From an optimization exercise on the open Yosys and OpenROAD flow, aimed at a short achievable clock period and few clock cycles; shortcuts taken in it are not production practice. Only simulation tests tie the RTL to the original design; equivalence was not proved. Power is estimated from default activity; no workload was simulated.

v6:
==> flow/design.v (excerpt) <==
module bounded_priority_queue_fifo_tiebreak #(
   parameter int QUEUE_DEPTH    = 16,
   parameter int VALUE_WIDTH    = 32,
   parameter int PRIORITY_WIDTH = 8
) (
   input  logic                                     clock,
   input  logic                                     reset,
   input  logic                                     req_valid,
   output logic                                     req_ready,
   input  logic                                     req_opcode,
   input  logic signed [bpq_pkg::FIELD_VALUE_W-1:0] req_in_value,
   input  logic        [bpq_pkg::FIELD_PRIO_W-1:0]  req_in_priority,
   output logic                                     rsp_valid,
   input  logic                                     rsp_ready,
   output logic        [bpq_pkg::STATUS_W-1:0]      rsp_status,
   output logic signed [bpq_pkg::FIELD_VALUE_W-1:0] rsp_out_value,
   output logic        [bpq_pkg::FIELD_PRIO_W-1:0]  rsp_out_priority,
   output logic        [bpq_pkg::FILL_W-1:0]        rsp_fill_count
);
   localparam int D     = QUEUE_DEPTH;
   localparam int VW    = bpq_pkg::FIELD_VALUE_W;
   localparam int PW    = bpq_pkg::FIELD_PRIO_W;
   localparam int SW    = bpq_pkg::STATUS_W;
   localparam int FW    = bpq_pkg::FILL_W;
   localparam int RW    = SW + VW + PW + FW;    
   localparam int NBUF  = 3;                    
   logic rdy;
   logic acc;
   assign acc = req_valid & rdy;
   logic          a_v;
   logic          a_op;
   logic          a_rd;      
   logic [VW-1:0] a_val;
   logic [PW-1:0] a_pri;
   logic [D-1:0]  a_g;       
   logic          a_g_b;     
   logic          a_g_a;     
   logic [VW-1:0] b_val;
   logic [PW-1:0] b_pri;
   logic [D-1:0]  m_new, m_prev, m_keep;    
   logic [D-1:0]  p_new, p_prev, p_keep;
   logic [D-1:0][VW-1:0] q_val;
   logic [D-1:0][PW-1:0] q_pri;
   logic [D-1:0]         q_v;
   logic [D:0]           fill_oh;
   logic [FW-1:0]        fill_push, fill_pop;
   logic [D:0]           k_fill_oh;    
   logic [D-1:0] g;
   always_comb begin
      for (int i = 0; i < D; i++) begin
         g[i] = q_v[i] & (q_pri[i] >= req_in_priority);
      end
   end
   always_ff @(posedge clock) begin
      a_op  <= req_opcode;
      a_rd  <= req_opcode & req_valid & ~k_fill_oh[0];
      a_val <= req_in_value;
      a_pri <= req_in_priority;
      a_g   <= g;
  ...
For scale: roughly 1100 flip-flops.
clock: 5.0 ns
lec_check: 0
abc_clock_period_in_ps: 1500
cap_margin: 20
core_margin: 2
core_utilization: 50
cts_cluster_diameter: 70
cts_cluster_size: 25
setup_slack_margin: 3.3
slew_margin: 20
run.sh (not shown) runs the stock make flow with config.mk's settings and CLKGATE_MAP_FILE= SYNTH_SCRIPT=/design/flow/synth_recipe.tcl, a recipe that flattens the netlist after the stock synthesis.
No stage failed in v6, and the final checks on the layout all came back clean.
Testbench counts of v6, summed over its fixed seeds: cycles 24,016.
## Diff of input files: v7 against v6
diff --git a/flow/design.v b/flow/design.v
--- a/flow/design.v
+++ b/flow/design.v
@@ -67,24 +67,23 @@
    logic [D-1:0]  m_new, m_prev, m_keep;    
    logic [D-1:0]  p_new, p_prev, p_keep;
    logic [D-1:0][VW-1:0] q_val;
    logic [D-1:0][PW-1:0] q_pri;
    logic [D-1:0]         q_v;
    logic [D:0]           fill_oh;
    logic [FW-1:0]        fill_push, fill_pop;
-   logic [D:0]           k_fill_oh;    
    logic [D-1:0] g;
    always_comb begin
       for (int i = 0; i < D; i++) begin
          g[i] = q_v[i] & (q_pri[i] >= req_in_priority);
       end
    end
    always_ff @(posedge clock) begin
       a_op  <= req_opcode;
-      a_rd  <= req_opcode & req_valid & ~k_fill_oh[0];
+      a_rd  <= req_opcode & req_valid;
       a_val <= req_in_value;
       a_pri <= req_in_priority;
       a_g   <= g;
       a_g_b <= (b_pri >= req_in_priority);
       a_g_a <= (a_pri >= req_in_priority);
       if (reset) a_v <= 1'b0;
       else       a_v <= acc;
@@ -123,16 +122,16 @@
          if (i > 0)     g1[i] = g1[i] | (p_prev[i] & a_g[i-1]);
       end
       for (int i = 0; i < D; i++) begin
          ge[i] = (m_keep[i] & g1[i]) | (m_new[i] & a_g_a);
          if (i < D - 1) ge[i] = ge[i] | (m_next[i] & g1[i+1]);
          if (i > 0)     ge[i] = ge[i] | (m_prev[i] & g1[i-1]);
       end
-      a_push = a_v & (a_op == bpq_pkg::OP_PUSH) & ~fill_oh[D];
-      a_pop  = a_v & (a_op == bpq_pkg::OP_POP)  & ~fill_oh[0];
+      a_push = a_v & (a_op == bpq_pkg::OP_PUSH) & ~n_v[D-1];
+      a_pop  = a_v & (a_op == bpq_pkg::OP_POP)  &  n_v[0];
       for (int i = 0; i < D; i++) begin
          if (i == 0) begin
             d_new[i]  = a_push & ~ge[0];
             d_prev[i] = 1'b0;
          end else begin
             d_new[i]  = a_push & ~ge[i] &  ge[i-1];
             d_prev[i] = a_push & ~ge[i] & ~ge[i-1];
@@ -160,29 +159,30 @@
          p_new  <= m_new;
          p_prev <= m_prev;
          p_keep <= m_keep;
          q_v    <= n_v;
       end
    end
    logic [D:0]       r_fill_oh;
+   logic [D:0]       k_fill_oh;
    logic [FW-1:0]    k_fill_push, k_fill_pop;
    logic [SW-1:0]    r_status;
    logic [VW-1:0]    r_val;
    logic [PW-1:0]    r_pri;
    logic [FW-1:0]    r_fill;
    logic [RW-1:0]    r_all;
    always_comb begin
-      r_val     = {VW{a_rd}} & n_val[0];
-      r_pri     = {PW{a_rd}} & n_pri[0];
+      r_val     = {VW{a_rd & n_v[0]}} & n_val[0];
+      r_pri     = {PW{a_rd & n_v[0]}} & n_pri[0];
       r_fill_oh = fill_oh;
       if (a_op == bpq_pkg::OP_PUSH) begin
-         r_status = fill_oh[D] ? bpq_pkg::STATUS_FULL : bpq_pkg::STATUS_OK;
+         r_status = n_v[D-1] ? bpq_pkg::STATUS_FULL : bpq_pkg::STATUS_OK;
          if (!fill_oh[D]) r_fill_oh = {fill_oh[D-1:0], 1'b0};
       end else begin
-         r_status = fill_oh[0] ? bpq_pkg::STATUS_EMPTY : bpq_pkg::STATUS_OK;
+         r_status = n_v[0] ? bpq_pkg::STATUS_OK : bpq_pkg::STATUS_EMPTY;
          if (!fill_oh[0]) r_fill_oh = {1'b0, fill_oh[D:1]};
       end
       r_fill = (a_op == bpq_pkg::OP_PUSH) ? fill_push : fill_pop;
       r_all  = {r_status, r_val, r_pri, r_fill};
       k_fill_oh   = a_v ? r_fill_oh : fill_oh;
       k_fill_push = FW'(D);
       k_fill_pop  = '0;
==> comparison <==
v7 vs v6: proportion of power drawn by the clock network down
The synthesized netlist net count in v7 was higher than what v6 gave.
Number of global-route vias before repair (v7 vs. v6) decreases by a few percent
Any difference in flip-flop and latch area between v7 and v6 is small enough to ignore.
There was hardly any difference in share of power burned in combinational logic between v6 and v7.
On total power: v7 sits below v6.
v7 has count of instances resized after the clock tree is built above what v6 had.
The met3 demand-to-capacity share in global routing was comparable across v7 and v6.
Number of nets in the finished design, v7 and v6: higher on v7
Comparing v7 and v6, worst-case setup margin in the final layout is lower on v6.
Compared to v6, v7 has non-clock buffer count 8.4% lower.
NOTE: pin count of the biggest net entering global routing in v7 exceeds that of v6
Standard cell area after detailed placement in v7 is about 0.32% below v6.
v7 reports a higher routed wire length than v6 does.
Testbench counts of v7, summed over its fixed seeds: cycles 24,016.

==> afterwards: timing with drivers on the ports <==
The flow's constraints put no driver on any port. The routed layouts listed below were extracted and timed again, unchanged, in two steps. Step 1 sets driving cells, clkbuf_16 on the clock port and buf_2 on the other inputs (assumed; they add their load-dependent delay and slew). Step 2 times the ports against the registers' clock, not the clock port: input delays grow and output delays shrink by t, the midpoint of the rising clock arrivals with the driver on. Slacks: ideal / step 1 / step 2; pairs: ideal / step 1.
| run | t, ns | slack for setup (ns) | worst data-port slew with drivers (ns) |
|---|---|---|---|
| v6 | 0.718 | 2.827 / 2.762 / 2.439 | 0.08 |
| v7 | 0.720 | 2.842 / 2.776 / 2.405 | 0.07 |
After both steps setup and hold are still met in every run listed. For v7, which loses most, drivers alone change the setup slack by -0.066 ns; drivers and shift together by -0.437 ns.
